Context: an optimization exercise on an open-source flow, tuned for small area and a short achievable clock period. The choices shown serve that exercise and are no tape-out recipe. Only simulation tests tie the RTL to the original design; equivalence was not proved. No activity file was given, so power comes from the tool's default toggle rates.

main:
==> flow/design.v <==
`timescale 1ns/1ps
module data_mem_responder #(
    parameter int ADDR_W      = 9,
    parameter int DATA_W      = 8,
    parameter int DEPTH       = 256,
    parameter int WAIT_CYCLES = 2
) (
    input  logic              clk,
    input  logic              rst_n,
    input  logic              req_valid,
    output logic              req_ready,
    input  logic              req_write,
    input  logic [ADDR_W-1:0] req_addr,
    input  logic [DATA_W-1:0] req_wdata,
    output logic              rsp_valid,
    input  logic              rsp_ready,
    output logic [DATA_W-1:0] rsp_rdata,
    output logic              rsp_err,
    output logic              busy,
    output logic [7:0]        err_count
);
    localparam int NP = 8;                   
    localparam int GP = 16 / NP;             
    logic [256*DATA_W-1:0] mem_q;
    logic              req_ready_q, busy_q, rsp_valid_q;
    logic              s1_q, s2_q;           
    logic              err_q;
    logic [7:0]        errcnt_q;
    logic [DATA_W-1:0] rdata_q;
    logic [ADDR_W-1:0] addr_q;
    logic              wr_q;
    logic [DATA_W-1:0] wd_q;
    logic [NP-1:0][15:0] rlon_q;             
    logic [15:0]         rhin_q;             
    logic [15:0]       wlon_q, wlo_q;
    logic [15:0]       whin_q, whi_q;
    logic [DATA_W-1:0] wd1_q, wd2_q;
    logic [NP*DATA_W-1:0] part_q;
    logic rvn_q;
    wire idle     = ~(s1_q | s2_q) & rvn_q;        
    wire accept   = req_valid & idle;
    wire handover = ~rvn_q & rsp_ready;
    wire rdy_nx   = (idle & ~req_valid) | handover;
    wire rv_nx    = s2_q | (~rvn_q & ~rsp_ready);
    always_ff @(posedge clk) begin
        if (!rst_n) begin
            req_ready_q <= 1'b1;
            busy_q      <= 1'b0;
            rsp_valid_q <= 1'b0;
            rvn_q       <= 1'b1;
            s1_q        <= 1'b0;
            s2_q        <= 1'b0;
        end else begin
            req_ready_q <= rdy_nx;
            busy_q      <= ~rdy_nx;
            rsp_valid_q <= rv_nx;
            rvn_q       <= ~rv_nx;
            s1_q        <= accept;
            s2_q        <= s1_q;
        end
    end
    always_ff @(posedge clk) begin
        if (idle) begin
            addr_q <= req_addr;
            wr_q   <= req_write;
            wd_q   <= req_wdata;
        end
    end
    wire [15:0] lon_dec = ~(16'd1 << req_addr[3:0]);
    wire [15:0] hin_dec = ~(16'd1 << req_addr[7:4]);
    always_ff @(posedge clk) begin
        for (int p = 0; p < NP; p++) rlon_q[p] <= lon_dec;
        rhin_q <= hin_dec;
    end
    logic [NP*DATA_W-1:0] part_d;
    genvar gp, gb, gi;
    generate
        for (gp = 0; gp < NP; gp++) begin : g_part
            for (gb = 0; gb < DATA_W; gb++) begin : g_bit
                logic [GP-1:0] grp;
                for (gi = 0; gi < GP; gi++) begin : g_row
                    logic [15:0] col;
                    always_comb
                        for (int j = 0; j < 16; j++)
                            col[j] = mem_q[(16*(GP*gp+gi)+j)*DATA_W+gb];
                    assign grp[gi] = rhin_q[GP*gp+gi] | &(rlon_q[gp] | col);
                end
                assign part_d[gp*DATA_W+gb] = &grp;
            end
        end
    endgenerate
    always_ff @(posedge clk) part_q <= part_d;
    logic [DATA_W-1:0] rd_word;
    always_comb begin
        rd_word = '1;
        for (int p = 0; p < NP; p++) rd_word = rd_word & part_q[p*DATA_W +: DATA_W];
    end
    logic [DATA_W-1:0] rdn_q;
    logic              errn_q;
    logic [7:0]        ecn_q;
    logic [DATA_W-1:0] rd_nx;
    logic              err_nx;
    logic [7:0]        ec_nx;
    always_comb begin
        rd_nx  = ~rdn_q;
        err_nx = ~errn_q;
        ec_nx  = ~ecn_q;
        if (!rst_n) begin
            rd_nx  = '0;
            err_nx = 1'b0;
            ec_nx  = 8'd0;
        end else if (s2_q) begin
            rd_nx  = addr_q[8] ? '0 : (wr_q ? wd_q : rd_word);
            err_nx = addr_q[8];
            if (addr_q[8] && ecn_q != 8'h00) ec_nx = ~ecn_q + 8'd1;
        end else if (handover) begin
            err_nx = 1'b0;
        end
    end
    always_ff @(posedge clk) begin
        rdata_q  <= rd_nx;
        rdn_q    <= ~rd_nx;
        err_q    <= err_nx;
        errn_q   <= ~err_nx;
        errcnt_q <= ec_nx;
        ecn_q    <= ~ec_nx;
    end
    wire wr_arm = rst_n & s2_q & wr_q & ~addr_q[8];
    always_ff @(posedge clk) begin
        wlon_q <= ~(16'd1 << addr_q[3:0]);
        wlo_q  <= 16'd1 << addr_q[3:0];
        whin_q <= ~({15'd0, wr_arm} << addr_q[7:4]);
        whi_q  <= {15'd0, wr_arm} << addr_q[7:4];
        wd1_q  <= wd_q;
        wd2_q  <= wd1_q;
    end
    always_ff @(posedge clk) begin
        for (int w = 0; w < 256; w++) begin
            logic wsel, keep;
            logic [DATA_W-1:0] wdat;
            wsel = ~(whin_q[w/16] | wlon_q[w%16]);
            keep = ~(whi_q[w/16] & wlo_q[w%16]);
            wdat = (w < 86) ? wd_q : (w < 171) ? wd1_q : wd2_q;
            mem_q[w*DATA_W +: DATA_W] <= ({DATA_W{wsel}} & wdat) |
                                         ({DATA_W{keep}} & mem_q[w*DATA_W +: DATA_W]);
        end
    end
    assign req_ready = req_ready_q;
    assign busy      = busy_q;
    assign rsp_valid = rsp_valid_q;
    assign rsp_rdata = rdata_q;
    assign rsp_err   = err_q;
    assign err_count = errcnt_q;
endmodule
clock: 4.4 ns
lec_check: 0
cap_margin: 50
core_margin: 2
core_utilization: 68
cts_cluster_diameter: 80
cts_cluster_size: 26
place_density: 0.8
setup_slack_margin: 2.3
slew_margin: 50
run.sh (not shown) runs the stock make flow with config.mk's settings and CLKGATE_MAP_FILE= SYNTH_SCRIPT=/design/flow/synth_recipe.tcl, a recipe that flattens the netlist after the stock synthesis.
--- input diff main..the feature branch ---
-- flow/design.v --
<<< main, line 21
);
    localparam int NP = 8;                   
    localparam int GP = 16 / NP;             
    logic [256*DATA_W-1:0] mem_q;
    logic              req_ready_q, busy_q, rsp_valid_q;
>>> the feature branch, line 21
);
    localparam int NP = 8;                   
    logic [256*DATA_W-1:0] mem_q;
    logic              req_ready_q, busy_q, rsp_valid_q;
<<< main, line 31
    logic              wr_q;
    logic [DATA_W-1:0] wd_q;
    logic [NP-1:0][15:0] rlon_q;             
    logic [15:0]         rhin_q;             
    logic [15:0]       wlon_q, wlo_q;
    logic [15:0]       whin_q, whi_q;
    logic [DATA_W-1:0] wd1_q, wd2_q;
    logic [NP*DATA_W-1:0] part_q;
>>> the feature branch, line 30
    logic              wr_q;
    logic [DATA_W-1:0] wd_q;
    logic [63:0]       rsel_q;
    logic [3:0]        rquad_q;
    logic [31:0]       wlon_q, wlo_q;
    logic [7:0]        whin_q, whi_q;
    logic [DATA_W-1:0] wd1_q, wd2_q;
    logic [NP*DATA_W-1:0] part_q;
<<< main, line 67
        end
    end
    wire [15:0] lon_dec = ~(16'd1 << req_addr[3:0]);
    wire [15:0] hin_dec = ~(16'd1 << req_addr[7:4]);
    always_ff @(posedge clk) begin
        for (int p = 0; p < NP; p++) rlon_q[p] <= lon_dec;
        rhin_q <= hin_dec;
    end
    logic [NP*DATA_W-1:0] part_d;
    genvar gp, gb, gi;
    generate
        for (gp = 0; gp < NP; gp++) begin : g_part
            for (gb = 0; gb < DATA_W; gb++) begin : g_bit
                logic [GP-1:0] grp;
                for (gi = 0; gi < GP; gi++) begin : g_row
                    logic [15:0] col;
                    always_comb
                        for (int j = 0; j < 16; j++)
                            col[j] = mem_q[(16*(GP*gp+gi)+j)*DATA_W+gb];
                    assign grp[gi] = rhin_q[GP*gp+gi] | &(rlon_q[gp] | col);
                end
                assign part_d[gp*DATA_W+gb] = &grp;
            end
        end
>>> the feature branch, line 66
        end
    end
    always_ff @(posedge clk) begin
        rsel_q  <= ~(64'd1 << req_addr[5:0]);
        rquad_q <= ~(4'd1 << req_addr[7:6]);
    end
    logic [NP*DATA_W-1:0] part_d;
    genvar gp, gb;
    generate
        for (gp = 0; gp < NP; gp++) begin : g_part
            for (gb = 0; gb < DATA_W; gb++) begin : g_bit
                logic [31:0] col;
                always_comb
                    for (int k = 0; k < 32; k++)
                        col[k] = mem_q[(32*gp+k)*DATA_W+gb];
                assign part_d[gp*DATA_W+gb] = rquad_q[gp/2] | &(rsel_q[32*(gp%2) +: 32] | col);
            end
        end
<<< main, line 128
    wire wr_arm = rst_n & s2_q & wr_q & ~addr_q[8];
    always_ff @(posedge clk) begin
        wlon_q <= ~(16'd1 << addr_q[3:0]);
        wlo_q  <= 16'd1 << addr_q[3:0];
        whin_q <= ~({15'd0, wr_arm} << addr_q[7:4]);
        whi_q  <= {15'd0, wr_arm} << addr_q[7:4];
        wd1_q  <= wd_q;
        wd2_q  <= wd1_q;
>>> the feature branch, line 121
    wire wr_arm = rst_n & s2_q & wr_q & ~addr_q[8];
    always_ff @(posedge clk) begin
        wlon_q <= ~(32'd1 << addr_q[4:0]);
        wlo_q  <= 32'd1 << addr_q[4:0];
        whin_q <= ~({7'd0, wr_arm} << addr_q[7:5]);
        whi_q  <= {7'd0, wr_arm} << addr_q[7:5];
        wd1_q  <= wd_q;
        wd2_q  <= wd1_q;
<<< main, line 139
            logic wsel, keep;
            logic [DATA_W-1:0] wdat;
            wsel = ~(whin_q[w/16] | wlon_q[w%16]);
            keep = ~(whi_q[w/16] & wlo_q[w%16]);
            wdat = (w < 86) ? wd_q : (w < 171) ? wd1_q : wd2_q;
            mem_q[w*DATA_W +: DATA_W] <= ({DATA_W{wsel}} & wdat) |
>>> the feature branch, line 132
            logic wsel, keep;
            logic [DATA_W-1:0] wdat;
            wsel = ~(whin_q[w/32] | wlon_q[w%32]);
            keep = ~(whi_q[w/32] & wlo_q[w%32]);
            wdat = (w < 86) ? wd_q : (w < 171) ? wd1_q : wd2_q;
            mem_q[w*DATA_W +: DATA_W] <= ({DATA_W{wsel}} & wdat) |
==> results.txt <==
- As far as die area is concerned, the feature branch and main perform about the same.
- Summary of the feature branch over main: part of the cycle the worst path needs shows an increase of 4.1 points, iteration-0 DRC count of the detailed router went up by 3,712, total wirelength of the detailed-routed design now larger, CTS sink count has increased.
- Higher aggregate global-route resource usage goes to the feature branch over main.
- Combinational cell fraction of total power: the feature branch < main
- | final total power | the feature branch vs main | ≈ equal |
- | wire length of the first global-routing pass | the feature branch vs main | worse |
- The feature branch: layout overhead on the synthesized area is 0.52 points higher than what main reported.
- Compare main and the feature branch | met3 capacity usage during global routing lower: main
- Clock period minus final worst setup slack on the feature branch is up relative to main.
- For cell area after technology mapping, the feature branch and main come out practically identical.
- The feature branch gives more share of the core filled with cells than main did.

==> afterwards: timing with drivers on the ports <==
How much do the figures lean on ideal ports? The routed layouts below were timed once more, with nothing changed but the port constraints. Step 1 sets driving cells, clkbuf_16 on the clock port and buf_2 on the other inputs (assumed; they add their load-dependent delay and slew). Step 2 also shifts input and output timing later by t, the mid clock arrival at the registers, as if the neighbouring blocks saw the same clock. a / b / c = ideal / step 1 / step 2; a / b = the first two.
run | t (ns) | setup WS [ns] | worst setup path at the end | worst slew at a driven data input, ns | cell pins on the clock port's net
main | 0.829 | 2.256 / 2.206 / 2.033 | input to register | 0.22 | 1
the feature branch | 0.853 | 2.076 / 2.076 / 1.679 | input to register | 0.22 | 1
After both steps setup and hold are still met in every run listed. For the feature branch, which loses most, drivers alone change the setup slack by 0.000 ns; drivers and shift together by -0.397 ns.
